Background: an optimization exercise with open tools, aiming at a short achievable clock period and few clock cycles. Do not read the settings as production practice.
In this exercise RTL edits were held to simulation tests only and were not proved equivalent to the original.
The flow treats the clock pin as an ideal source, which a real chip does not have.
Power is estimated from default activity; no workload was simulated.

--- design/flow/flow/run.sh ---
#!/bin/bash
set -euo pipefail
R=orfs/results/${FLOW_PLATFORM}/hankel_column_generator/base
bash standard.sh synth > standard_synth.log 2>&1
bash standard.sh cts > standard_cts.log 2>&1
ODB_IN=$R/4_cts.odb ODB_OUT=$R/4_cts_cttop.odb \
   openroad -no_init -exit flow/cttop.tcl > cttop.log 2>&1
cp $R/4_cts_cttop.odb $R/4_cts.odb
touch $R/4_cts.sdc
bash standard.sh finish > standard_finish.log 2>&1
test -f out/final.def
--- design/flow/config.mk ---
export PLATFORM = sky130hd
export DESIGN_NAME = hankel_column_generator
export DESIGN_NICKNAME = hankel_column_generator
export VERILOG_FILES = /design/flow/design.v
export SDC_FILE = /design/flow/constraint.sdc
export NUM_CORES = 4
export LEC_CHECK = 0
export ABC_CLOCK_PERIOD_IN_PS = 2000
export CAP_MARGIN = 20
export CORE_MARGIN = 2
export CORE_UTILIZATION = 50
export SETUP_SLACK_MARGIN = 2.4
export SLEW_MARGIN = 20
export TNS_END_PERCENT = 100
--- design/flow/constraint.sdc ---
create_clock -name core_clock -period 4.5 [get_ports {clock}]
set_input_delay 0.9000 -clock core_clock [delete_from_list [all_inputs] [get_ports {clock}]]
set_output_delay 0.9000 -clock core_clock [all_outputs]
set_load 0.01 [all_outputs]
--- design/flow/flow/cttop.tcl ---
read_db $::env(ODB_IN)
set block [ord::get_db_block]
set db [ord::get_db]
set cnet [[$block findBTerm clock] getNet]

proc out_iterm {inst} {
  foreach it [$inst getITerms] { if {[$it isOutputSignal]} { return $it } }
  return ""
}
proc in_iterm {inst} {
  foreach it [$inst getITerms] { if {[$it isInputSignal]} { return $it } }
  return ""
}
proc is_clkcell {inst} {
  return [string match "sky130_fd_sc_hd__clkbuf_*" [[$inst getMaster] getName]]
}

set ok 0
set iterms [$cnet getITerms]
if {[llength $iterms] == 1 && [llength [$cnet getBTerms]] == 1} {
  set root [[lindex $iterms 0] getInst]
  set o [out_iterm $root]
  if {[is_clkcell $root] && $o ne ""} {
    set onet [$o getNet]
    set leaves {}
    set ok 1
    foreach l [$onet getITerms] {
      if {![$l isInputSignal]} { continue }
      if {![is_clkcell [$l getInst]]} { set ok 0 }
      lappend leaves [$l getInst]
    }
    if {[llength [$onet getBTerms]] != 0} { set ok 0 }
  }
}
if {!$ok} {
  puts "quadroot: tree kept"
} elseif {[llength $leaves] <= 4} {
  foreach b $leaves {
    set i [in_iterm $b]
    $i disconnect
    $i connect $cnet
  }
  puts "quadroot: removed [$root getName], the port drives [llength $leaves] buffers"
  [in_iterm $root] disconnect
  $o disconnect
  odb::dbInst_destroy $root
  odb::dbNet_destroy $onet
} else {
  set internal [list $root]
  set dummies {}
  # Split the leaves into 4 groups by position: halves by x, then each by y.
  set pts {}
  foreach b $leaves {
    set bb [$b getBBox]
    lappend pts [list $b [expr {([$bb xMin] + [$bb xMax]) / 2}] [expr {([$bb yMin] + [$bb yMax]) / 2}]]
  }
  set pts [lsort -integer -index 1 $pts]
  set h [expr {[llength $pts] / 2}]
  set groups {}
  foreach half [list [lrange $pts 0 [expr {$h - 1}]] [lrange $pts $h end]] {
    set half [lsort -integer -index 2 $half]
    set q [expr {[llength $half] / 2}]
    lappend groups [lrange $half 0 [expr {$q - 1}]] [lrange $half $q end]
  }
  # Detach the leaves, then delete the upper buffers, their nets and unloaded cells.
  set oldnets {}
  foreach b $leaves {
    set i [in_iterm $b]
    set n [$i getNet]
    if {$n ne $cnet} { lappend oldnets $n }
    $i disconnect
  }
  foreach b $internal {
    set o [out_iterm $b]
    lappend oldnets [$o getNet]
  }
  foreach b [concat $internal $dummies] {
    foreach it [$b getITerms] { if {[$it getNet] ne "NULL" && [$it getNet] ne ""} { if {![$it isSpecial]} { $it disconnect } } }
  }
  foreach b [concat $internal $dummies] { odb::dbInst_destroy $b }
  foreach n [lsort -unique $oldnets] {
    if {$n ne $cnet && [llength [$n getITerms]] == 0 && [llength [$n getBTerms]] == 0} { odb::dbNet_destroy $n }
  }
  set master [$db findMaster sky130_fd_sc_hd__clkbuf_16]
  set k 0
  foreach g $groups {
    set sx 0; set sy 0
    foreach p $g { incr sx [lindex $p 1]; incr sy [lindex $p 2] }
    set cx [expr {$sx / [llength $g]}]
    set cy [expr {$sy / [llength $g]}]
    set inst [odb::dbInst_create $block $master "clkroot_$k"]
    $inst setLocation $cx $cy
    $inst setPlacementStatus PLACED
    set net [odb::dbNet_create $block "clknet_root_$k"]
    $net setSigType CLOCK
    [$inst findITerm A] connect $cnet
    [$inst findITerm X] connect $net
    foreach p $g { [in_iterm [lindex $p 0]] connect $net }
    puts "quadroot: clkroot_$k at $cx $cy drives [llength $g] leaf buffers"
    incr k
  }
  global_connect
  detailed_placement
  check_placement
}

# Drop thin levels: buffers fed by a clock buffer that drive at most 2 clock buffers.
set n 0
foreach inst [$block getInsts] {
  if {![is_clkcell $inst]} { continue }
  set i [in_iterm $inst]; set o [out_iterm $inst]
  if {$i eq "" || $o eq ""} { continue }
  set inet [$i getNet]; set onet [$o getNet]
  if {$inet eq "NULL" || $onet eq "NULL"} { continue }
  # driver of inet must be a clock buffer
  set drv ""
  foreach it [$inet getITerms] { if {[$it isOutputSignal]} { set drv [$it getInst] } }
  if {$drv eq "" || ![is_clkcell $drv]} { continue }
  set loads {}
  set ok 1
  foreach l [$onet getITerms] {
    if {![$l isInputSignal]} { continue }
    if {![is_clkcell [$l getInst]]} { set ok 0 }
    lappend loads $l
  }
  if {!$ok || [llength $loads] > 2 || [llength $loads] == 0} { continue }
  foreach l $loads { $l disconnect; $l connect $inet }
  $i disconnect; $o disconnect
  odb::dbInst_destroy $inst
  odb::dbNet_destroy $onet
  incr n
}
puts "quadroot: collapse removed $n thin buffers"
# The input ports' buffers come out of placement as slow delay buffers
# (clkdlybuf4s50_1); give them the plain buf_4, which is smaller, so the
# placement stays legal.
set bufm [$db findMaster sky130_fd_sc_hd__buf_4]
set nswap 0
foreach inst [$block getInsts] {
  if {[string match "input*" [$inst getName]] && [[$inst getMaster] getName] eq "sky130_fd_sc_hd__clkdlybuf4s50_1"} {
    $inst swapMaster $bufm
    incr nswap
  }
}
puts "quadroot: $nswap input buffers made buf_4"
write_db $::env(ODB_OUT)
--- design/flow/design.v ---
package hcg_pkg;
   localparam int COORD_BITS      = 16;
   localparam int WINDOW_BITS     = 6;
   localparam int ROW_BITS        = 6;
   localparam int COL_BITS        = 16;
   localparam int SEEN_BITS       = 17;
   localparam int CSR_INDEX_BITS  = 2;
   localparam int CSR_DATA_BITS   = 6;
   localparam int DEFAULT_MAX_WINDOW = 32;
   localparam logic [SEEN_BITS-1:0]   SEEN_MAX      = '1;
   localparam logic [COL_BITS-1:0]    COL_MAX       = '1;
   localparam logic [WINDOW_BITS-1:0] WINDOW_RESET  = 6'd8;
   localparam logic [CSR_INDEX_BITS-1:0] REG_WINDOW_LENGTH = 2'd0;
   localparam logic [CSR_INDEX_BITS-1:0] REG_LAYOUT_MODE   = 2'd1;
   localparam logic LAYOUT_INTERLEAVED = 1'b0;
   localparam logic LAYOUT_STACKED     = 1'b1;
endpackage
module hcg_window_ram #(
   parameter int DEPTH      = 64,
   parameter int COORD_BITS = 16
) (
   input  logic                      clock,
   input  logic [DEPTH-1:0]          wr_sel,
   input  logic [2*COORD_BITS-1:0]   wr_data,
   input  logic [2*DEPTH-1:0]        rd_sel,
   output logic [8*COORD_BITS-1:0]   cand_data
);
   localparam int GROUPS = DEPTH / 8;
   localparam int PW     = 2 * COORD_BITS;
   logic [DEPTH*PW-1:0]     mem_ff;       
   logic [8*COORD_BITS-1:0] cand_ff;
   logic [COORD_BITS-1:0]   pick [GROUPS];
   always_ff @(posedge clock) begin
      for (int i = 0; i < DEPTH; i++) begin
         if (wr_sel[i]) begin
            mem_ff[PW*i +: PW] <= wr_data;
         end
      end
   end
   always_comb begin
      for (int g = 0; g < GROUPS; g++) begin
         pick[g] = '0;
         for (int k = 0; k < 8; k++) begin
            pick[g] = pick[g]
                    | ({COORD_BITS{rd_sel[16*g + k]}}     & mem_ff[PW*(8*g + k) + COORD_BITS +: COORD_BITS])
                    | ({COORD_BITS{rd_sel[16*g + 8 + k]}} & mem_ff[PW*(8*g + k) +: COORD_BITS]);
         end
      end
   end
   always_ff @(posedge clock) begin
      for (int g = 0; g < GROUPS; g++) begin
         cand_ff[g*COORD_BITS +: COORD_BITS] <= pick[g];
      end
   end
   assign cand_data = cand_ff;
endmodule
import hcg_pkg::*;
module hankel_column_generator #(
   parameter int MAX_WINDOW = hcg_pkg::DEFAULT_MAX_WINDOW
) (
   input  logic                                clock,
   input  logic                                reset,
   input  logic                                req_valid,
   output logic                                req_ready,
   input  logic [hcg_pkg::COORD_BITS-1:0]      req_x_coord,
   input  logic [hcg_pkg::COORD_BITS-1:0]      req_y_coord,
   input  logic                                req_starts_track,
   output logic                                rsp_valid,
   input  logic                                rsp_ready,
   output logic [hcg_pkg::COORD_BITS-1:0]      rsp_element,
   output logic [hcg_pkg::ROW_BITS-1:0]        rsp_row_index,
   output logic [hcg_pkg::COL_BITS-1:0]        rsp_column_index,
   output logic                                rsp_column_end,
   input  logic                                csr_write_en,
   input  logic [hcg_pkg::CSR_INDEX_BITS-1:0]  csr_index,
   input  logic [hcg_pkg::CSR_DATA_BITS-1:0]   csr_write_data
);
   localparam int SLOT_BITS = 6;                  
   localparam int PTR_BITS  = SLOT_BITS + 1;      
   localparam int STORE_SLOTS = 1 << SLOT_BITS;
   localparam int DQ_DEPTH  = 8;                  
   localparam int OQ_DEPTH  = 3;                  
   localparam logic [WINDOW_BITS-1:0] MAX_W = WINDOW_BITS'(MAX_WINDOW);
   localparam int D_W    = 0;
   localparam int D_LAY  = D_W + WINDOW_BITS;
   localparam int D_COL  = D_LAY + 1;
   localparam int D_OLD  = D_COL + COL_BITS;
   localparam int D_P    = D_OLD + SLOT_BITS;
   localparam int DW     = D_P + PTR_BITS;
   localparam int EW     = COORD_BITS + ROW_BITS + COL_BITS + 1;
   logic                      ready_ff;
   logic                      s1_v;
   logic [COORD_BITS-1:0]     s1_x, s1_y;
   logic                      s1_st;
   logic                      c1_we;
   logic [CSR_INDEX_BITS-1:0] c1_idx;
   logic [CSR_DATA_BITS-1:0]  c1_data;
   always_ff @(posedge clock) begin
      if (reset) begin
         s1_v  <= 1'b0;
         c1_we <= 1'b0;
      end else begin
         s1_v  <= req_valid & ready_ff;
         c1_we <= csr_write_en;
      end
      s1_x    <= req_x_coord;
      s1_y    <= req_y_coord;
      s1_st   <= req_starts_track;
      c1_idx  <= csr_index;
      c1_data <= csr_write_data;
   end
   logic [WINDOW_BITS-1:0] cfg_w;
   logic                   cfg_lay;
   logic [WINDOW_BITS-1:0] clamp_w;
   always_comb begin
      if (c1_data == '0)        clamp_w = WINDOW_BITS'(1);
      else if (c1_data > MAX_W) clamp_w = MAX_W;
      else                      clamp_w = c1_data;
   end
   always_ff @(posedge clock) begin
      if (reset) begin
         cfg_w   <= WINDOW_RESET;
         cfg_lay <= LAYOUT_INTERLEAVED;
      end else if (c1_we) begin
         if (c1_idx == REG_WINDOW_LENGTH) cfg_w   <= clamp_w;
         if (c1_idx == REG_LAYOUT_MODE)   cfg_lay <= c1_data[0];
      end
   end
   logic [SEEN_BITS-1:0]   seen_ff;
   logic [SEEN_BITS-1:0]   seen_next;
   logic [PTR_BITS-1:0]    wp_ff;
   logic [STORE_SLOTS-1:0] wsel_ff;     
   logic [STORE_SLOTS-1:0] we2_ff;      
   logic [COORD_BITS-1:0]  s2_x, s2_y;
   logic                   acc;         
   logic                   s2_v;
   logic [SEEN_BITS-1:0]   s2_seen;
   logic [WINDOW_BITS-1:0] s2_w;
   logic                   s2_lay;
   logic [PTR_BITS-1:0]    s2_p;
   always_comb begin
      if (s1_st)                  seen_next = SEEN_BITS'(1);
      else if (seen_ff == SEEN_MAX) seen_next = seen_ff;
      else                        seen_next = seen_ff + 1'b1;
   end
   always_ff @(posedge clock) begin
      if (reset) begin
         seen_ff <= '0;
         wp_ff   <= '0;
         wsel_ff <= STORE_SLOTS'(1);
         we2_ff  <= '0;
         s2_v    <= 1'b0;
      end else begin
         s2_v <= s1_v;
         we2_ff <= s1_v ? wsel_ff : '0;
         if (s1_v) begin
            seen_ff <= seen_next;
            wp_ff   <= wp_ff + 1'b1;
            wsel_ff <= {wsel_ff[STORE_SLOTS-2:0], wsel_ff[STORE_SLOTS-1]};
         end
      end
      s2_seen <= seen_next;
      s2_x    <= s1_x;
      s2_y    <= s1_y;
      s2_w    <= cfg_w;
      s2_lay  <= cfg_lay;
      s2_p    <= wp_ff;
   end
   logic                   t_v;
   logic                   t_has;
   logic [SEEN_BITS-7:0]   t_hi;
   logic [6:0]             t_lo;
   logic [PTR_BITS-1:0]    t_p;
   logic [SLOT_BITS-1:0]   t_old;
   logic                   t_lay;
   logic [WINDOW_BITS-1:0] t_w;
   always_ff @(posedge clock) begin
      if (reset) begin
         t_v <= 1'b0;
      end else begin
         t_v <= s2_v;
      end
      t_has <= (|s2_seen[SEEN_BITS-1:6]) || (s2_seen[5:0] >= s2_w);
      t_hi  <= s2_seen[SEEN_BITS-1:6];
      t_lo  <= {1'b0, s2_seen[5:0]} - {1'b0, s2_w};
      t_p   <= s2_p;
      t_old <= s2_p[SLOT_BITS-1:0] - SLOT_BITS'(s2_w) + 1'b1;
      t_lay <= s2_lay;
      t_w   <= s2_w;
   end
   logic [SEEN_BITS-7:0]   hi_adj;
   logic                   s3_v;
   logic                   s3_has;
   logic [DW-1:0]          s3_d;
   assign hi_adj = t_hi - (SEEN_BITS-6)'(t_lo[6]);
   always_ff @(posedge clock) begin
      if (reset) begin
         s3_v <= 1'b0;
      end else begin
         s3_v <= t_v;
      end
      s3_has                    <= t_has;
      s3_d[D_P +: PTR_BITS]     <= t_p;
      s3_d[D_OLD +: SLOT_BITS]  <= t_old;
      s3_d[D_COL +: COL_BITS]   <= hi_adj[SEEN_BITS-7] ? COL_MAX : {hi_adj[SEEN_BITS-8:0], t_lo[5:0]};
      s3_d[D_LAY]               <= t_lay;
      s3_d[D_W +: WINDOW_BITS]  <= t_w;
   end
   logic [DQ_DEPTH*DW-1:0] dq;
   logic [DW-1:0]          dq0;
   logic [DQ_DEPTH-1:0]    dq_v;
   logic                   dq_push;
   logic                   dq_pop;
   assign dq_push = s3_v & s3_has;
   assign dq0     = dq[DW-1:0];
   always_ff @(posedge clock) begin
      for (int i = 0; i < DQ_DEPTH; i++) begin
         if (dq_pop) begin
            if (i == DQ_DEPTH - 1 || !dq_v[(i+1) % DQ_DEPTH]) dq[i*DW +: DW] <= s3_d;
            else dq[i*DW +: DW] <= dq[((i+1) % DQ_DEPTH)*DW +: DW];
         end else begin
            if (!dq_v[i]) dq[i*DW +: DW] <= s3_d;
         end
      end
      if (reset) begin
         dq_v  <= '0;
      end else begin
         for (int i = 0; i < DQ_DEPTH; i++) begin
            if (dq_pop) begin
               dq_v[i] <= ((i == DQ_DEPTH - 1) ? 1'b0 : dq_v[(i+1) % DQ_DEPTH])
                          | (dq_push & dq_v[i]);
            end else begin
               dq_v[i] <= dq_v[i] | (dq_push & ((i == 0) ? 1'b1 : dq_v[(i+DQ_DEPTH-1) % DQ_DEPTH]));
            end
         end
      end
   end
   localparam int GROUPS = STORE_SLOTS / 8;
   function automatic logic [7:0] onehot8(input logic [2:0] v);
      onehot8 = 8'd1 << v;
   endfunction
   logic                   cv;
   logic [PTR_BITS-1:0]    c_p;
   logic [SLOT_BITS-1:0]   c_slot;
   logic [SLOT_BITS-1:0]   c_slot2;     
   logic [SLOT_BITS-1:0]   c_oldest;
   logic [7:0]             c_old_oh;    
   logic [ROW_BITS-1:0]    c_row;
   logic [COL_BITS-1:0]    c_col;
   logic                   c_lay;
   logic                   c_end;
   logic                   c_wrap;
   logic [ROW_BITS-1:0]    c_wm2;
   logic [ROW_BITS-1:0]    c_e2;
   logic [16*GROUPS-1:0]   g_sel;       
   logic [GROUPS-1:0]      g_half;      
   logic                   cred_ff;
   logic                   issue;
   logic [7:0]             d_old_oh;
   logic                   m_pop, m_hold, m_il, m_stw, m_stn;
   assign issue    = cv & cred_ff;
   assign m_pop    = dq_pop;
   assign m_hold   = ~dq_pop & ~issue;
   assign m_il     = ~dq_pop & issue & (c_lay == LAYOUT_INTERLEAVED);
   assign m_stw    = ~dq_pop & issue & (c_lay != LAYOUT_INTERLEAVED) & c_wrap;
   assign m_stn    = ~dq_pop & issue & (c_lay != LAYOUT_INTERLEAVED) & ~c_wrap;
   assign dq_pop   = dq_v[0] & (~cv | (issue & c_end));
   assign d_old_oh = onehot8(dq0[D_OLD +: 3]);
   always_ff @(posedge clock) begin
      if (dq_pop) begin
         c_p      <= dq0[D_P +: PTR_BITS];
         c_slot   <= dq0[D_OLD +: SLOT_BITS];
         c_slot2  <= dq0[D_OLD +: SLOT_BITS];
         c_oldest <= dq0[D_OLD +: SLOT_BITS];
         c_old_oh <= d_old_oh;
         c_row    <= '0;
         c_col    <= dq0[D_COL +: COL_BITS];
         c_lay    <= dq0[D_LAY];
         c_end    <= 1'b0;
         c_wrap   <= dq0[D_LAY] & (dq0[D_W +: WINDOW_BITS] == WINDOW_BITS'(1));
         c_wm2    <= ROW_BITS'(dq0[D_W +: WINDOW_BITS]) - ROW_BITS'(2);
         c_e2     <= {dq0[D_W +: ROW_BITS-1], 1'b0} - ROW_BITS'(2);
      end else if (issue) begin
         c_row  <= c_row + 1'b1;
         c_end  <= (c_row == c_e2);
         c_wrap <= c_lay & (c_row == c_wm2);
         if (c_lay == LAYOUT_INTERLEAVED) begin
            if (g_half[0]) c_slot <= c_slot + 1'b1;
            if (g_half[1]) c_slot2 <= c_slot2 + 1'b1;
         end else if (c_wrap) begin
            c_slot  <= c_oldest;
            c_slot2 <= c_oldest;
         end else begin
            c_slot  <= c_slot + 1'b1;
            c_slot2 <= c_slot2 + 1'b1;
         end
      end
      for (int g = 0; g < GROUPS; g++) begin
         g_sel[16*g +: 16] <=
              ({16{m_pop}}  & {8'b0, d_old_oh})
            | ({16{m_il &  g_half[g]}} & {8'b0, g_sel[16*g + 8 +: 7], g_sel[16*g + 15]})
            | ({16{m_il & ~g_half[g]}} & {g_sel[16*g +: 8], 8'b0})
            | ({16{m_stw}}  & {c_old_oh, 8'b0})
            | ({16{m_stn}}  & {g_sel[16*g + 8 +: 7], g_sel[16*g + 15],
                               g_sel[16*g +: 7],     g_sel[16*g + 7]})
            | ({16{m_hold}} & g_sel[16*g +: 16]);
         g_half[g] <= (m_il & ~g_half[g]) | m_stw | ((m_stn | m_hold) & g_half[g]);
      end
      if (reset) begin
         cv <= 1'b0;
      end else if (dq_pop) begin
         cv <= 1'b1;
      end else if (issue & c_end) begin
         cv <= 1'b0;
      end
   end
   logic                   b_v;
   logic [GROUPS-1:0]      b_goh;       
   logic [GROUPS-1:0]      b_goh2;      
   logic [ROW_BITS-1:0]    b_row;
   logic [COL_BITS-1:0]    b_col;
   logic                   b_last;
   logic [8*COORD_BITS-1:0] cand;
   logic [COORD_BITS-1:0]  b_el;
   logic [EW-1:0]          b_entry;
   hcg_window_ram #(
      .DEPTH      (STORE_SLOTS),
      .COORD_BITS (COORD_BITS)
   ) u_store (
      .clock     (clock),
      .wr_sel    (we2_ff),
      .wr_data   ({s2_x, s2_y}),
      .rd_sel    (g_sel),
      .cand_data (cand)
   );
   always_ff @(posedge clock) begin
      if (reset) begin
         b_v <= 1'b0;
      end else begin
         b_v <= issue;
      end
      b_goh  <= onehot8(c_slot[SLOT_BITS-1:3]);
      b_goh2 <= onehot8(c_slot2[SLOT_BITS-1:3]);
      b_row  <= c_row;
      b_col  <= c_col;
      b_last <= c_end;
   end
   always_comb begin
      b_el = '0;
      for (int g = 0; g < GROUPS; g++) begin
         b_el = b_el | ({{(COORD_BITS/2){b_goh2[g]}}, {(COORD_BITS/2){b_goh[g]}}}
                        & cand[g*COORD_BITS +: COORD_BITS]);
      end
   end
   assign b_entry = {b_el, b_row, b_col, b_last};
   logic [EW-1:0]          e0;
   logic                   v0;
   logic                   rv_ff;       
   logic [EW-1:0]          f0, f1;
   logic                   f_rd, f_wr;
   logic [1:0]             f_cnt;
   logic                   take;
   logic                   take_r;
   logic                   to_fifo;
   logic [EW-1:0]          f_head;
   logic [1:0]             f_cnt_tk, f_cnt_nt;
   logic                   e_sel_f, e_sel_b, e_sel_h;
   logic [2:0]             occ_ff;
   logic [2:0]             occ_up;
   assign take    = v0 & rsp_ready;
   assign take_r  = rv_ff & rsp_ready;
   assign to_fifo = take ? (f_cnt != 2'd0) : v0;
   assign f_head  = f_rd ? f1 : f0;
   assign f_cnt_tk = (f_cnt != 2'd0) ? f_cnt - 2'd1 + 2'(b_v) : 2'd0;
   assign f_cnt_nt = f_cnt + 2'(b_v & v0);
   assign e_sel_f = take & (f_cnt != 2'd0);
   assign e_sel_b = (take & (f_cnt == 2'd0)) | (~take & ~v0);
   assign e_sel_h = ~take & v0;
   assign occ_up  = occ_ff + 3'(issue);
   always_ff @(posedge clock) begin
      e0 <= ({EW{e_sel_f}} & f_head) | ({EW{e_sel_b}} & b_entry) | ({EW{e_sel_h}} & e0);
      if (b_v && !f_wr) f0 <= b_entry;
      if (b_v &&  f_wr) f1 <= b_entry;
      if (reset) begin
         v0      <= 1'b0;
         rv_ff   <= 1'b0;
         f_rd    <= 1'b0;
         f_wr    <= 1'b0;
         f_cnt   <= '0;
         occ_ff  <= '0;
         cred_ff <= 1'b0;
      end else begin
         if (take)      v0 <= (f_cnt != 2'd0) | b_v;
         else           v0 <= v0 | b_v;
         if (take_r)    rv_ff <= (f_cnt != 2'd0) | b_v;
         else           rv_ff <= rv_ff | b_v;
         if (b_v & to_fifo) f_wr <= ~f_wr;
         if (take && f_cnt != 2'd0) f_rd <= ~f_rd;
         f_cnt <= take ? f_cnt_tk : f_cnt_nt;
         if (take) begin
            occ_ff  <= occ_up - 3'd1;
            cred_ff <= (occ_up - 3'd1 < 3'(OQ_DEPTH));
         end else begin
            occ_ff  <= occ_up;
            cred_ff <= (occ_up < 3'(OQ_DEPTH));
         end
      end
   end
   logic [PTR_BITS-1:0]    plow_ff;
   logic [PTR_BITS-1:0]    wp_d_ff;
   logic                   fb_ff;
   logic [PTR_BITS-1:0]    dist2_ff;
   logic                   s1p_ff, s1pp_ff;
   logic [1:0]             base_ff;     
   logic                   t_le5, t_le6, t_le7;
   logic                   room_a_ff, room_b_ff;
   logic [4:0]             lead_le;     
   logic [1:0]             ks;
   logic                   lead_a, lead_b;
   assign acc = req_valid & ready_ff;
   always_comb begin
      t_le5 = 1'b0;
      t_le6 = 1'b0;
      t_le7 = 1'b0;
      for (int k = 0; k <= 3; k++) begin
         if (base_ff == 2'(k)) begin
            t_le5 = s1_v ? !dq_v[DQ_DEPTH - 4 - k] : !dq_v[DQ_DEPTH - 3 - k];
            t_le6 = s1_v ? !dq_v[DQ_DEPTH - 3 - k] : !dq_v[DQ_DEPTH - 2 - k];
            t_le7 = s1_v ? !dq_v[DQ_DEPTH - 2 - k] : !dq_v[DQ_DEPTH - 1 - k];
         end
      end
      for (int j = 0; j < 5; j++) begin
         lead_le[j] = (dist2_ff <= PTR_BITS'(32 - j));
      end
      ks = 2'(s1pp_ff) + 2'(s1p_ff) + 2'(s1_v);
      lead_a = 1'b0;
      lead_b = 1'b0;
      for (int j = 0; j < 4; j++) begin
         if (ks == 2'(j)) begin
            lead_a = lead_le[j];
            lead_b = lead_le[j + 1];
         end
      end
   end
   always_ff @(posedge clock) begin
      plow_ff  <= cv ? c_p : dq0[D_P +: PTR_BITS];
      fb_ff    <= ~cv & ~dq_v[0];
      wp_d_ff  <= wp_ff;
      dist2_ff <= fb_ff ? PTR_BITS'(3) : wp_d_ff - plow_ff;
      if (reset) begin
         ready_ff  <= 1'b0;
         s1p_ff    <= 1'b0;
         s1pp_ff   <= 1'b0;
         base_ff   <= '0;
         room_a_ff <= 1'b0;
         room_b_ff <= 1'b0;
      end else begin
         s1p_ff    <= s1_v;
         s1pp_ff   <= s1p_ff;
         base_ff   <= 2'(s1_v) + 2'(s2_v) + 2'(t_v);
         room_a_ff <= acc ? t_le6 : t_le7;
         room_b_ff <= acc ? t_le5 : t_le6;
         if (acc) ready_ff <= room_b_ff & lead_b;
         else     ready_ff <= room_a_ff & lead_a;
      end
   end
   assign req_ready        = ready_ff;
   assign rsp_valid        = rv_ff;
   assign {rsp_element, rsp_row_index, rsp_column_index, rsp_column_end} = e0;
endmodule
--- design/flow/standard.sh ---
#!/bin/bash
# synth_recipe.tcl (not shown) runs the flow's synth.tcl, then flattens the netlist and writes it again
# the make line also repeats each setting of config.mk as NAME=value (left out here)
make -C /OpenROAD-flow-scripts/flow DESIGN_CONFIG=/design/flow/config.mk WORK_HOME=/design/flow/orfs CLKGATE_MAP_FILE= SYNTH_SCRIPT=/design/flow/synth_recipe.tcl "${@:-finish}"
==> impl_metrics.ini, run 1 <==
[logic_synthesis]
synth_top_area_share_pct = 60.16
yosysWarnings = 3
ys_top_cells_by_area = edfxtp_1 (60%), dfxtp_1 (18%), a221oi_1 (4.0%), a22o_1 (4.0%), nor2_1 (2.1%)
syn_area_mm2 = 0.1110
synth_ff_type = edfxtp_1
seq_area_frac_synth_pct = 77.93
synth_cell_types = 69
ys_async_sr_fraction_pct = 0
syn_inst = 6984
ys_ff_latch = 3209
synth_edf_count = 2224
avgSynthCellArea_um2 = 15.89
yosysTopAreaCell = edfxtp_1
syn-num-nets = 7071

[setup_path]
rrSetupSlack_ns = 2.33
crit_fanout = 7
cpLargestDelayFamily = simple AND/OR/NAND/NOR gates
endpoint_kind = flop
cp_num_buf_inv = 0
crit_path_top_delay_cell = or4_4
crit_chain = or4_4, or4b_4, o31a_1, or3_1
cp.arrival_ns = 2.65
r2r_cells = 4
worstPathRequired_ns = 4.98
r2r_start = t_hi[4]
critPathKind = flop to flop
max_stage_delay_ns = 0.53
r2r_end = s3_d[11]
start_kind = flop

[placed_design]
portBuffers = 86
place.gp.congestion = 0.8612
dpl.hpwl_mm = 174.4

[die]
io-pin-count = 87
coreArea_mm2 = 0.2202
core.rowCount = 172
die_h_um = 475.2
die_x_um = 475.2
start_util_pct = 50.42
dieArea_mm2 = 0.2258

[hold_path]
hold_end = s2_y[4]
hp-class = flop to flop
min-delay-start = s1_y[4]
hold_path_depth = 0

[cts]
cts_tree = built
cts_buffers = 333
clock-sinks = 3209
path_clk_slew_ns = 0.06
htree_levels = 5
clk_latency_ns = 0.67
cts_buffer_depth = 4
cts_hold_buf = 0
clockRootBuffer = clkbuf_16

[timing]
setup_violations = 0
fin_crit_sh_pct = 48.21
final_hold_viol_count = 0
period_needed_ns = 2.169
fmax_mhz = 461.0
tightest_slew_ns = 1.198
skew_ns = 0.06728
drv_slew = 0
relSlewSlack_pct = 20.01
rsz0062_at_grt = true
tns_ns = 0

[route]
viasPerCell = 6.310
vias = 65430
first_pass_iters = 9
wl_per_cell_um = 30.06
drtAntennaViolNets = 0
first_iter_violations = 7891
drc_errors = 0
wirelength_mm = 311.6

[layout]
final_nets = 7228
area_growth_pct = 14.04
post-route-util_pct = 57.50
drive_gt1_share_pct = 14.30

[global_routing]
grt_pass1_vias = 63480
grt_pass1_wl_mm = 448.6
grt_max_degree = 67
grt_usage_pct = 27.09
antenna_found_initial = 11
overflow = 0

[power_and_ir_drop]
p_per_area_mw_per_mm2 = 477.8
vdd_drop_max_mv = 0.3372
p_leak_uw = 0.04273

[outcome]
outcome = no timing/DRC/antenna violations

[job]
drv_cap = 0
## sequential cells by signal, indices dropped and copies added, names as in the netlist, 11 cells and up
signal / count
wsel_ff: 64
s3_d: 36
u_store.mem_ff: 2048
u_store.cand_ff: 128
c_col: 16
dq: 288
g_sel: 128
we2_ff: 64
s2_y: 16
b_col: 16
t_hi: 11
s2_seen: 17
s1_y: 16
s1_x: 16
seen_ff: 17
e0: 39
s2_x: 16
f0: 39
f1: 39
## Yosys cell counts (17+ instances only)
cell type,number
a21oi_1,46
a221o_1,39
a221oi_1,512
a222oi_1,48
a22o_1,512
a22oi_1,150
and2_1,82
buf_1,95
clkbuf_1,403
dfxtp_1,985
edfxtp_1,2224
ha_1,37
inv_1,42
mux2_2,79
mux2i_1,112
nand2_1,210
nand3_1,108
nand4_1,152
nor2_1,621
nor3b_1,17
o21ai_0,34
o22ai_1,217
or3_1,17
xnor2_1,31
xor2_1,32
## cells in the final DEF (no fill, tap or decap), types with 10 or more instances in the layout
cell type / instances
edfxtp_1: 2224
dfxtp_1: 862
nor2_1: 609
a22o_1: 512
a221oi_1: 512
clkbuf_16: 330
buf_4: 277
o22ai_1: 217
nand2_1: 191
nand4_1: 152
a22oi_1: 146
mux2i_1: 112
nand3_1: 106
clkbuf_1: 96
dfxtp_2: 93
and2_1: 81
mux2_2: 79
a222oi_1: 48
clkinv_2: 48
a21oi_1: 46
buf_6: 43
inv_1: 41
a221o_1: 39
ha_1: 37
clkbuf_8: 36
clkinv_1: 36
o21ai_0: 34
xor2_1: 32
xnor2_1: 31
dfxtp_4: 30
bufinv_16: 25
or3_1: 17
nor2b_1: 15
nor3_1: 15
nor3b_1: 15
and3_1: 12
nand2_2: 12
nor4_1: 11
a211o_1: 11
nand2b_1: 10
## per-layer routing
| layer | part of all wire, % | wire length [µm] | track usage [%] | vias up |
|---|---|---|---|---|
| met4 | 3.4 | 10450 | 8.532 | 0 |
| met5 | 0 | 0 | 0 | - |
| li1 | - | - | - | 28090 |
| met3 | 8.7 | 27170 | 3.883 | 528 |
| met2 | 46 | 143500 | 42.59 | 3129 |
| met1 | 42 | 130500 | 39.17 | 33680 |
## worst register-to-register path: stages, from the launching register on
cell     delay [ns]
dfxtp_2        0.31
or4_4          0.53
or4b_4         0.50
o31a_1         0.31
or3_1          0.39
## final cells by class
cell class	count	area [µm²]
Sequential cell	3209	86730
Timing Repair Buffer	331	2786
Tap cell	2958	3701
Buffer	4	100.1
Inverter	44	177.7
Fill cell	16920	93560
Clock inverter	124	1303
Antenna cell	6	15.01
Multi-Input combinational cell	3235	22790
Clock buffer	457	8989
## kinds of logic after synthesis
family | count (synthesis) | synth area share [%]
compound gates | 1632 | 11.97
flops | 3209 | 77.93
xor+xnor | 63 | 0.4971
simple gates | 1302 | 5.402
fa+ha+maj | 41 | 0.4892
buf+inv | 543 | 1.837
mux | 194 | 1.872
## worst max-delay path by stage
stage          cells after the start  slack (ns)      start         endpoint
4_1_cts                            1        2.05     e0[34]  rsp_element[11]
3_3_place_gp                       6        1.54  rsp_ready           e0[33]
3_5_place_dp                       6        1.44         cv           dq[56]
5_1_grt                            6        2.26    t_hi[4]         s3_d[18]
2_1_floorplan                      4        2.35    t_hi[5]         s3_d[10]
6_report                           4        2.33    t_hi[4]         s3_d[11]
## power by group
part,total (µW),leakage (µW),internal (µW),switching [µW]
logic,1580,0.00955,540,1040
clock network,26400,0.00509,15500,10900
registers,32500,0.0281,31900,603
## stage by stage
| step | total power [µW] | instances | instance area [µm²] | hold WS (ns) | setup WS, ns |
|---|---|---|---|---|---|
| floorplan | 33530 | 6984 | 111000 | 0.3096 | 2.345 |
| global placement | 34650 | 9744 | 115500 | 0.3097 | 1.543 |
| detailed placement | 34660 | 9744 | 115500 | 0.3120 | 1.444 |
| CTS | 61470 | 10370 | 126900 | 0.2889 | 2.046 |
| global route | 62050 | 10360 | 126600 | 0.2966 | 2.262 |
| finish | 60490 | 10370 | 126600 | 0.2860 | 2.331 |
## what timing repair did
item | CTS | global route
buffers inserted | 21 | 6
cloned | 4 | 1
pin swaps | 14 | 10
setup endpoints to repair | 616 | 267
resized for setup | 345 | 17
Testbench counts, summed over its fixed seeds: cycles 55,994.
==> inputs of run 2 (changes only) <==
--- a/design/flow/design.v
+++ b/design/flow/design.v
@@ -208,22 +208,29 @@
    end
    logic [DQ_DEPTH*DW-1:0] dq;
+   logic [2:0]             dq_wr, dq_rd, dq_rd1;    
    logic [DW-1:0]          dq0;
+   logic [DW-1:0]          dq_nxt;
    logic [DQ_DEPTH-1:0]    dq_v;
    logic                   dq_push;
    logic                   dq_pop;
    assign dq_push = s3_v & s3_has;
-   assign dq0     = dq[DW-1:0];
+   assign dq_nxt  = dq_v[1] ? dq[dq_rd1*DW +: DW] : s3_d;
    always_ff @(posedge clock) begin
       for (int i = 0; i < DQ_DEPTH; i++) begin
-         if (dq_pop) begin
-            if (i == DQ_DEPTH - 1 || !dq_v[(i+1) % DQ_DEPTH]) dq[i*DW +: DW] <= s3_d;
-            else dq[i*DW +: DW] <= dq[((i+1) % DQ_DEPTH)*DW +: DW];
-         end else begin
-            if (!dq_v[i]) dq[i*DW +: DW] <= s3_d;
-         end
+         if (dq_push && dq_wr == 3'(i)) dq[i*DW +: DW] <= s3_d;
       end
+      if (dq_pop)        dq0 <= dq_nxt;
+      else if (!dq_v[0]) dq0 <= s3_d;
       if (reset) begin
-         dq_v  <= '0;
+         dq_v   <= '0;
+         dq_wr  <= '0;
+         dq_rd  <= '0;
+         dq_rd1 <= 3'd1;
       end else begin
+         if (dq_push) dq_wr <= dq_wr + 1'b1;
+         if (dq_pop) begin
+            dq_rd  <= dq_rd + 1'b1;
+            dq_rd1 <= dq_rd1 + 1'b1;
+         end
          for (int i = 0; i < DQ_DEPTH; i++) begin
             if (dq_pop) begin
@@ -258,8 +265,9 @@
    logic                   issue;
    logic [7:0]             d_old_oh;
-   logic                   m_pop, m_hold, m_il, m_stw, m_stn;
+   logic                   m_pop, m_hold, m_iss, m_il, m_stw, m_stn;
    assign issue    = cv & cred_ff;
    assign m_pop    = dq_pop;
    assign m_hold   = ~dq_pop & ~issue;
+   assign m_iss    = ~dq_pop & issue;
    assign m_il     = ~dq_pop & issue & (c_lay == LAYOUT_INTERLEAVED);
    assign m_stw    = ~dq_pop & issue & (c_lay != LAYOUT_INTERLEAVED) & c_wrap;
@@ -277,12 +285,8 @@
          c_col    <= dq0[D_COL +: COL_BITS];
          c_lay    <= dq0[D_LAY];
-         c_end    <= 1'b0;
-         c_wrap   <= dq0[D_LAY] & (dq0[D_W +: WINDOW_BITS] == WINDOW_BITS'(1));
          c_wm2    <= ROW_BITS'(dq0[D_W +: WINDOW_BITS]) - ROW_BITS'(2);
          c_e2     <= {dq0[D_W +: ROW_BITS-1], 1'b0} - ROW_BITS'(2);
       end else if (issue) begin
          c_row  <= c_row + 1'b1;
-         c_end  <= (c_row == c_e2);
-         c_wrap <= c_lay & (c_row == c_wm2);
          if (c_lay == LAYOUT_INTERLEAVED) begin
             if (g_half[0]) c_slot <= c_slot + 1'b1;
@@ -296,4 +300,8 @@
          end
       end
+      c_end  <= (m_iss & (c_row == c_e2)) | (m_hold & c_end);
+      c_wrap <= (m_pop & dq0[D_LAY] & (dq0[D_W +: WINDOW_BITS] == WINDOW_BITS'(1)))
+              | (m_iss & c_lay & (c_row == c_wm2))
+              | (m_hold & c_wrap);
       for (int g = 0; g < GROUPS; g++) begin
          g_sel[16*g +: 16] <=
==> run 2 against run 1 <==
Net effect:
- still clean on timing, DRC and antenna
- synthesized cell count shrank 7.8%
- critical path type unchanged
- cell count decreased by 4.3%
- core utilization is 0.22 points lower
==> impl_metrics.ini, run 2 <==
[logic_synthesis]
synth_cell_types = 71
synth_top_area_share_pct = 66.50
synth_top_family_by_area = compound AO/OA/AOI/OAI gates
synth_edf_count = 2511
syn_inst = 6436
ys_ff_latch = 3251
ys_top_cells_by_count = edfxtp_1 (2,511), dfxtp_1 (740), a22o_1 (514), a221oi_1 (513), nand2_1 (320)
yosysWarnings = 3
synth_mux_area_share_pct = 2.836
synthSimpleGateAreaFrac_pct = 3.944
avgSynthCellArea_um2 = 17.62
yosys.area_share.adder_pct = 0.5562
synth_ff_type = edfxtp_1
ys_async_sr_fraction_pct = 0
yosysMostFrequentCell = edfxtp_1
synth_xor_area_share_pct = 0.5716
ys_top_cells_by_area = edfxtp_1 (67%), dfxtp_1 (13%), a22o_1 (4.0%), a221oi_1 (4.0%), mux4_2 (1.5%)
seq_area_frac_synth_pct = 79.57
synth_compound_area_share_pct = 10.80
syn-num-nets = 6530
yosysTopAreaCell = edfxtp_1
syn_area_mm2 = 0.1134

[die]
start_util_pct = 50.37
die_x_um = 480.2
coreArea_mm2 = 0.2251
io-pin-count = 87
core.rowCount = 174
die_h_um = 480.2
dieArea_mm2 = 0.2306

[setup_path]
start_kind = flop
cpLargestDelayFamily = flip-flops
endpoint_kind = flop
crit_chain = buf_4, a22o_1, a221oi_1, nand4_1
crit_fanout = 13
max_stage_delay_ns = 0.58
critPathKind = flop to flop
crit_path_top_delay_cell = dfxtp_1
cp_num_buf_inv = 1
worstPathRequired_ns = 4.82
cp.arrival_ns = 2.44

[layout]
largest_registers = u_store.mem_ff (2048), dq (288)
final_nets = 6752
area_growth_pct = 13.74
mostFrequentLayoutCells = edfxtp_1 (2,511), dfxtp_1 (609), a22o_1 (514)
regMostFlops = u_store.mem_ff
largest_reg_flops = 2048
area.sequential_mm2 = 0.09044
multiInputGateArea_mm2 = 0.02153
drive_gt1_share_pct = 15.49
num-fill-cells = 17080
mostFrequentLayoutCell = edfxtp_1

[cts]
clockRootBuffer = clkbuf_16
htree_levels = 5
cts_buffers = 336
clk_latency_ns = 0.64
cts_tree = built
clock-sinks = 3251
path_clk_slew_ns = 0.06
cts_buffer_depth = 4

[route]
vias = 63780
viasPerCell = 6.430
drc_errors = 0
wirelength_mm = 320.3
wl_per_cell_um = 32.30
first_iter_violations = 9075
first_pass_iters = 11
drtAntennaViolNets = 0

[timing]
tns_ns = 0
worst_hold_slack_ns = 0.3240
relSlewSlack_pct = 18.20
rsz0062_at_grt = true
fin_crit_sh_pct = 46.93
skew_ns = 0.05896
period_needed_ns = 2.112
final_hold_viol_count = 0
fmax_mhz = 473.5
setup_violations = 0
drv_slew = 0
tightest_slew_ns = 1.225

[global_routing]
overflow = 0
grt_pass1_wl_mm = 453.0
grt_usage_pct = 27.14
grt_max_degree = 86
antenna_found_initial = 15
grt_pass1_vias = 62080

[placed_design]
dpl.hpwl_mm = 179.2
place.gp.congestion = 0.8780
portBuffers = 86

[hold_path]
hp-class = flop to flop

[outcome]
outcome = no timing/DRC/antenna violations

[power_and_ir_drop]
p_leak_uw = 0.04282
vdd_drop_max_mv = 0.3687
p_per_area_mw_per_mm2 = 469.4

[job]
drv_cap = 0
==> run 2: report_power, final <==
part	internal, µW	leakage, µW	switching [µW]	total, µW
Combinational	456	0.00914	892	1350
Clock	15000	0.00500	11000	26000
Sequential	32600	0.0287	659	33200
==> run 2: worst paths after layout <==
check                   from                    to  slack (ns)  depth (start not counted)
setup / recovery  g_sel[127]  u_store.cand_ff[127]        2.39                          4
hold reg to reg     s1_x[15]              s2_x[15]        0.32                          0
setup reg to reg  g_sel[127]  u_store.cand_ff[127]        2.39                          4
hold / removal      s1_x[15]              s2_x[15]        0.32                          0
==> run 2: logic make-up after synthesis <==
group                    count (synthesis)
buffers and inverters                  485
AND/OR/NAND/NOR                        909
adder cells (fa/ha/maj)                 48
flip-flops                            3251
multiplexers                           229
AO/OA/AOI/OAI                         1440
XOR/XNOR                                74
==> run 2: repair_timing <==
action                                  CTS  global route
hold buffers                              0             0
buffers inserted                         22            10
endpoints found under the setup margin  509           285
cloned                                    5             1
gates resized for setup                 308            35
pin swaps                                 7             8
==> run 2: layout make-up <==
type	instances	area share [%]
well taps	2992	2.903
plain buffers	4	0.07762
clock inverters	122	0.7840
diodes	7	0.01358
multi-input cells	2702	16.69
inverters	47	0.1426
flip-flops and latches	3251	70.13
repair buffers	332	2.228
clock buffers	461	7.022
repair inverters	1	0.003881
==> run 2: metrics by stage <==
stage | utilization (%) | setup slack (ns) | power, µW | instance area, µm² | std cells
floorplan | - | 2.407 | 34020 | 113400 | 6436
global placement | 52.42 | 1.575 | 35110 | 118000 | 9286
detailed placement | 52.43 | 1.484 | 35130 | 118000 | 9287
CTS | 57.36 | 2.024 | 61500 | 129100 | 9914
global route | 57.28 | 2.336 | 62050 | 128900 | 9912
finish | 57.29 | 2.388 | 60540 | 129000 | 9919
==> run 2: metal layers <==
metal	global-route usage [%]	wire, µm	part of all wire, %	vias to the layer above
met1	38.21	128900	40	33290
met3	5.344	31340	9.8	486
li1	-	-	-	26700
met2	43.31	150300	47	3305
met4	7.506	9808	3.1	6
met5	0	42	0.013	-
Testbench counts of run 2, summed over its fixed seeds: cycles 55,994.
==> inputs of run 3 (changes only) <==
--- a/design/flow/design.v
+++ b/design/flow/design.v
@@ -208,29 +208,22 @@
    end
    logic [DQ_DEPTH*DW-1:0] dq;
-   logic [2:0]             dq_wr, dq_rd, dq_rd1;    
    logic [DW-1:0]          dq0;
-   logic [DW-1:0]          dq_nxt;
    logic [DQ_DEPTH-1:0]    dq_v;
    logic                   dq_push;
    logic                   dq_pop;
    assign dq_push = s3_v & s3_has;
-   assign dq_nxt  = dq_v[1] ? dq[dq_rd1*DW +: DW] : s3_d;
+   assign dq0     = dq[DW-1:0];
    always_ff @(posedge clock) begin
       for (int i = 0; i < DQ_DEPTH; i++) begin
-         if (dq_push && dq_wr == 3'(i)) dq[i*DW +: DW] <= s3_d;
+         if (dq_pop) begin
+            if (i == DQ_DEPTH - 1 || !dq_v[(i+1) % DQ_DEPTH]) dq[i*DW +: DW] <= s3_d;
+            else dq[i*DW +: DW] <= dq[((i+1) % DQ_DEPTH)*DW +: DW];
+         end else begin
+            if (!dq_v[i]) dq[i*DW +: DW] <= s3_d;
+         end
       end
-      if (dq_pop)        dq0 <= dq_nxt;
-      else if (!dq_v[0]) dq0 <= s3_d;
       if (reset) begin
-         dq_v   <= '0;
-         dq_wr  <= '0;
-         dq_rd  <= '0;
-         dq_rd1 <= 3'd1;
+         dq_v  <= '0;
       end else begin
-         if (dq_push) dq_wr <= dq_wr + 1'b1;
-         if (dq_pop) begin
-            dq_rd  <= dq_rd + 1'b1;
-            dq_rd1 <= dq_rd1 + 1'b1;
-         end
          for (int i = 0; i < DQ_DEPTH; i++) begin
             if (dq_pop) begin
@@ -265,9 +258,8 @@
    logic                   issue;
    logic [7:0]             d_old_oh;
-   logic                   m_pop, m_hold, m_iss, m_il, m_stw, m_stn;
+   logic                   m_pop, m_hold, m_il, m_stw, m_stn;
    assign issue    = cv & cred_ff;
    assign m_pop    = dq_pop;
    assign m_hold   = ~dq_pop & ~issue;
-   assign m_iss    = ~dq_pop & issue;
    assign m_il     = ~dq_pop & issue & (c_lay == LAYOUT_INTERLEAVED);
    assign m_stw    = ~dq_pop & issue & (c_lay != LAYOUT_INTERLEAVED) & c_wrap;
@@ -285,8 +277,12 @@
          c_col    <= dq0[D_COL +: COL_BITS];
          c_lay    <= dq0[D_LAY];
+         c_end    <= 1'b0;
+         c_wrap   <= dq0[D_LAY] & (dq0[D_W +: WINDOW_BITS] == WINDOW_BITS'(1));
          c_wm2    <= ROW_BITS'(dq0[D_W +: WINDOW_BITS]) - ROW_BITS'(2);
          c_e2     <= {dq0[D_W +: ROW_BITS-1], 1'b0} - ROW_BITS'(2);
       end else if (issue) begin
          c_row  <= c_row + 1'b1;
+         c_end  <= (c_row == c_e2);
+         c_wrap <= c_lay & (c_row == c_wm2);
          if (c_lay == LAYOUT_INTERLEAVED) begin
             if (g_half[0]) c_slot <= c_slot + 1'b1;
@@ -300,8 +296,4 @@
          end
       end
-      c_end  <= (m_iss & (c_row == c_e2)) | (m_hold & c_end);
-      c_wrap <= (m_pop & dq0[D_LAY] & (dq0[D_W +: WINDOW_BITS] == WINDOW_BITS'(1)))
-              | (m_iss & c_lay & (c_row == c_wm2))
-              | (m_hold & c_wrap);
       for (int g = 0; g < GROUPS; g++) begin
          g_sel[16*g +: 16] <=
@@ -415,14 +407,10 @@
       end
    end
-   logic [PTR_BITS-1:0]    plow_ff;
-   logic [PTR_BITS-1:0]    wp_d_ff;
-   logic                   fb_ff;
-   logic [PTR_BITS-1:0]    dist2_ff;
-   logic                   s1p_ff, s1pp_ff;
-   logic [1:0]             base_ff;     
+   logic [PTR_BITS-1:0]    dist_ff;
+   logic                   s1p_ff;
+   logic [2:0]             infl;        
    logic                   t_le5, t_le6, t_le7;
    logic                   room_a_ff, room_b_ff;
-   logic [4:0]             lead_le;     
-   logic [1:0]             ks;
+   logic [3:0]             lead_le;     
    logic                   lead_a, lead_b;
    assign acc = req_valid & ready_ff;
@@ -431,40 +419,33 @@
       t_le6 = 1'b0;
       t_le7 = 1'b0;
-      for (int k = 0; k <= 3; k++) begin
-         if (base_ff == 2'(k)) begin
-            t_le5 = s1_v ? !dq_v[DQ_DEPTH - 4 - k] : !dq_v[DQ_DEPTH - 3 - k];
-            t_le6 = s1_v ? !dq_v[DQ_DEPTH - 3 - k] : !dq_v[DQ_DEPTH - 2 - k];
-            t_le7 = s1_v ? !dq_v[DQ_DEPTH - 2 - k] : !dq_v[DQ_DEPTH - 1 - k];
+      for (int k = 0; k <= 4; k++) begin
+         if (infl == 3'(k)) begin
+            t_le5 = !dq_v[DQ_DEPTH - 3 - k];
+            t_le6 = !dq_v[DQ_DEPTH - 2 - k];
+            t_le7 = !dq_v[DQ_DEPTH - 1 - k];
          end
       end
-      for (int j = 0; j < 5; j++) begin
-         lead_le[j] = (dist2_ff <= PTR_BITS'(32 - j));
-      end
-      ks = 2'(s1pp_ff) + 2'(s1p_ff) + 2'(s1_v);
-      lead_a = 1'b0;
-      lead_b = 1'b0;
       for (int j = 0; j < 4; j++) begin
-         if (ks == 2'(j)) begin
-            lead_a = lead_le[j];
-            lead_b = lead_le[j + 1];
-         end
+         lead_le[j] = (dist_ff <= PTR_BITS'(32 - j));
       end
+      case ({s1p_ff, s1_v})
+         2'b00:          begin lead_a = lead_le[0]; lead_b = lead_le[1]; end
+         2'b01, 2'b10:   begin lead_a = lead_le[1]; lead_b = lead_le[2]; end
+         default:        begin lead_a = lead_le[2]; lead_b = lead_le[3]; end
+      endcase
    end
    always_ff @(posedge clock) begin
-      plow_ff  <= cv ? c_p : dq0[D_P +: PTR_BITS];
-      fb_ff    <= ~cv & ~dq_v[0];
-      wp_d_ff  <= wp_ff;
-      dist2_ff <= fb_ff ? PTR_BITS'(3) : wp_d_ff - plow_ff;
+      if (cv)           dist_ff <= wp_ff - c_p;
+      else if (dq_v[0]) dist_ff <= wp_ff - dq0[D_P +: PTR_BITS];
+      else              dist_ff <= PTR_BITS'(3);
       if (reset) begin
          ready_ff  <= 1'b0;
          s1p_ff    <= 1'b0;
-         s1pp_ff   <= 1'b0;
-         base_ff   <= '0;
+         infl      <= '0;
          room_a_ff <= 1'b0;
          room_b_ff <= 1'b0;
       end else begin
          s1p_ff    <= s1_v;
-         s1pp_ff   <= s1p_ff;
-         base_ff   <= 2'(s1_v) + 2'(s2_v) + 2'(t_v);
+         infl      <= 3'(acc) + 3'(s1_v) + 3'(s2_v) + 3'(t_v);
          room_a_ff <= acc ? t_le6 : t_le7;
          room_b_ff <= acc ? t_le5 : t_le6;
==> design/flow/run.sh (new file) <==
#!/bin/bash
# synth_recipe.tcl (not shown) runs the flow's synth.tcl, then flattens the netlist and writes it again
# the make line also repeats each setting of config.mk as NAME=value (left out here)
make -C /OpenROAD-flow-scripts/flow DESIGN_CONFIG=/design/flow/config.mk WORK_HOME=/design/flow/orfs CLKGATE_MAP_FILE= SYNTH_SCRIPT=/design/flow/synth_recipe.tcl finish
removed: design/flow/flow/run.sh
removed: design/flow/flow/cttop.tcl
removed: design/flow/standard.sh
==> run 3 against run 2 <==
Net effect:
- still clean
- fmax shrank 8.5%
- synthesized area shrank 1.9%
- non-clock buffer count is the same
- final area shrank 1.3%
- sequential share of layout area shrank 2.1 points
- core utilization grew 0.15 points
- sequential power shrank 2%
- flip-flop and latch count shrank 49
- hold slack lost 0.012 ns
- critical path depth shrank 3
- critical endpoint is now rsp_row_index[5]
- largest power group unchanged
- highest routed layer unchanged
==> impl_metrics.ini, run 3 <==
[outcome]
outcome = no timing/DRC/antenna violations

[route]
first_pass_iters = 17
vias = 66110
drtAntennaViolNets = 0
drc_errors = 0
wl_per_cell_um = 30.28
viasPerCell = 6.351
first_iter_violations = 8961
wirelength_mm = 315.2

[setup_path]
worstPathRequired_ns = 3.60
critPathKind = flop to primary output
crit_path_top_delay_cell = dfxtp_4
cp-startpoint = e0[22]
cpLargestDelayFamily = flip-flops
max_stage_delay_ns = 0.36
cp.arrival_ns = 1.41
start_kind = flop
endpoint_kind = primary output
r2r_start = b_goh[2]
crit_fanout = 2
cp_num_buf_inv = 1
rrSetupSlack_ns = 2.38
crit_chain = buf_6

[layout]
largest_registers = u_store.mem_ff (2048), dq (288)
area_growth_pct = 14.43
regMostFlops = u_store.mem_ff
post-route-util_pct = 57.44
largest_reg_flops = 2048
final_nets = 7263
num-fill-cells = 17080
mostFrequentLayoutCell = edfxtp_1
mostFrequentLayoutCells = edfxtp_1 (2,224), dfxtp_1 (852), nor2_1 (624)
drive_gt1_share_pct = 14.00

[logic_synthesis]
ys_top_cells_by_area = edfxtp_1 (60%), dfxtp_1 (18%), a22o_1 (4.0%), a221oi_1 (4.0%), nor2_1 (2.2%)
synth_top_area_share_pct = 60.03
ys_async_sr_fraction_pct = 0
yosysTopAreaCell = edfxtp_1
syn_area_mm2 = 0.1112
yosysWarnings = 3
ys_ff_latch = 3202
seq_area_frac_synth_pct = 77.63
synth_edf_count = 2224
synth_cell_types = 72
ys_top_cells_by_count = edfxtp_1 (2,224), dfxtp_1 (978), nor2_1 (638), a22o_1 (514), a221oi_1 (512)
syn_inst = 6997
syn-num-nets = 7095
yosysMostFrequentCell = edfxtp_1
synth_ff_type = edfxtp_1
avgSynthCellArea_um2 = 15.90

[timing]
tightest_slew_ns = 1.198
fmax_mhz = 433.4
relSlewSlack_pct = 20.04
fin_crit_sh_pct = 51.27
rsz0062_at_grt = true
final_hold_viol_count = 0
period_needed_ns = 2.307
skew_ns = 0.04032
setup_slack_ns = 2.193
tns_ns = 0
drv_slew = 0
setup_violations = 0

[die]
coreArea_mm2 = 0.2217
start_util_pct = 50.19
die_h_um = 475.7
io-pin-count = 87
core.rowCount = 173
dieArea_mm2 = 0.2263
die_x_um = 475.7

[placed_design]
place.gp.congestion = 0.8836
dpl.hpwl_mm = 177.4
portBuffers = 86
dp_worst_setup_slack_ns = 1.293

[global_routing]
grt_max_degree = 91
antenna_found_initial = 24
grt_pass1_wl_mm = 451.8
grt_pass1_vias = 63210
overflow = 0
grt_usage_pct = 27.43

[hold_path]
min-delay-start = t_p[6]
hp-class = flop to flop

[job]
drv_cap = 0

[power_and_ir_drop]
swShare_pct = 21.08
power.switching_uw = 12930
p_comb_share_pct = 2.9
vdd_drop_max_mv = 0.4261
p_int_uw = 48400
p_leak_uw = 0.04312
clockPowerShare_pct = 44.1
pwr-share-seq_pct = 53.0
p_per_area_mw_per_mm2 = 481.8

[cts]
path_clk_slew_ns = 0.06
cts_buffer_depth = 4
htree_levels = 5
clockRootBuffer = clkbuf_16
cts_tree = built
clk_latency_ns = 0.93
clock-sinks = 3202
cts_buffers = 336
-- run 3: path summary, 6_finish.rpt --
kind / end / cells after the start
setup / recovery: rsp_row_index[5] / 1
hold / removal: s3_d[35] / 0
setup reg to reg: e0[25] / 4
hold reg to reg: s3_d[35] / 0
-- run 3: cell families after synthesis --
group	Yosys count	synth area share [%]
simple gates	1292	5.258
buf+inv	558	2.004
compound gates	1636	12.14
mux	184	1.771
flops	3202	77.63
fa+ha+maj	52	0.6186
xor+xnor	73	0.5747
-- run 3: worst register-to-register path, cell delays in order, from the launching register on --
cell and delay (ns):
dfxtp_1 0.58, a22oi_1 0.71, nand4_1 0.17, buf_4 0.21
a221o_1 0.32
-- run 3: layout make-up --
type | count | area [µm²] | share of cell area (%)
flip-flops and latches | 3202 | 86570 | 68.00
repair buffers | 336 | 2967 | 2.330
inverters | 52 | 207.7 | 0.1631
clock buffers | 469 | 9627 | 7.562
multi-input cells | 3237 | 23040 | 18.10
diodes | 11 | 27.53 | 0.02162
clock inverters | 127 | 1144 | 0.8983
well taps | 2975 | 3722 | 2.924
-- run 3: timing repair --
action	4_1_cts	5_1_grt
cloned	2	0
hold buffers	0	0
gates resized for setup	351	23
pin swaps	16	7
buffers inserted	25	15
endpoints found under the setup margin	713	405
-- run 3: routing by layer --
layer	global-route usage [%]	wire length [µm]	vias up
met5	0	56	-
met2	41.95	142800	3472
met1	39.77	131400	33850
li1	-	-	28220
met4	9.240	10850	8
met3	4.945	30080	563
-- run 3: stage by stage --
| step | hold WS [ns] | std cells | power (µW) | cell area (µm²) |
|---|---|---|---|---|
| after floorplan | 0.3096 | 6997 | 33550 | 111300 |
| after global placement | 0.3104 | 9759 | 34810 | 115600 |
| after detailed placement | 0.3118 | 9759 | 34830 | 115600 |
| after CTS | 0.3128 | 10380 | 61630 | 127100 |
| after global routing | 0.3264 | 10400 | 62940 | 127300 |
| final | 0.3117 | 10410 | 61330 | 127300 |
-- run 3: power groups by stage --
stage | Combinational, µW | Sequential [µW] | Clock [µW]
floorplan | 807 | 32700 | 0
global placement | 1700 | 33100 | 0
detailed placement | 1710 | 33100 | 0
CTS | 1760 | 32500 | 27400
global route | 1860 | 32500 | 28600
finish | 1780 | 32500 | 27000
Testbench counts of run 3, summed over its fixed seeds: cycles 55,993.

-- what the ideal ports hide --
The flow's constraints put no driver on any port. The routed layouts listed below were extracted and timed again, unchanged, in two steps. Step 1, drivers: a clkbuf_16 drives clock and a buf_2 each remaining input, both assumed. Step 2 moves the port delays by t, midway between the first and last clock arrival at a register: inputs arrive t later, outputs are due t later. That takes back most of the time a late clock gives input paths. Slacks: ideal / step 1 / step 2; pairs: ideal / step 1.
| run | shift t [ns] | setup WS [ns] | worst setup path at the end | worst slew at a driven data input, ns |
|---|---|---|---|---|
| run 1 | 0.825 | 2.331 / 2.202 / 1.953 | input to register | 0.06 |
| run 2 | 0.805 | 2.388 / 2.207 / 1.911 | input to register | 0.08 |
| run 3 | 1.000 | 2.193 / 2.106 / 1.617 | input to register | 0.07 |
After both steps setup and hold are still met in every run listed. For run 3, which loses most, drivers alone change the setup slack by -0.087 ns; drivers and shift together by -0.576 ns.
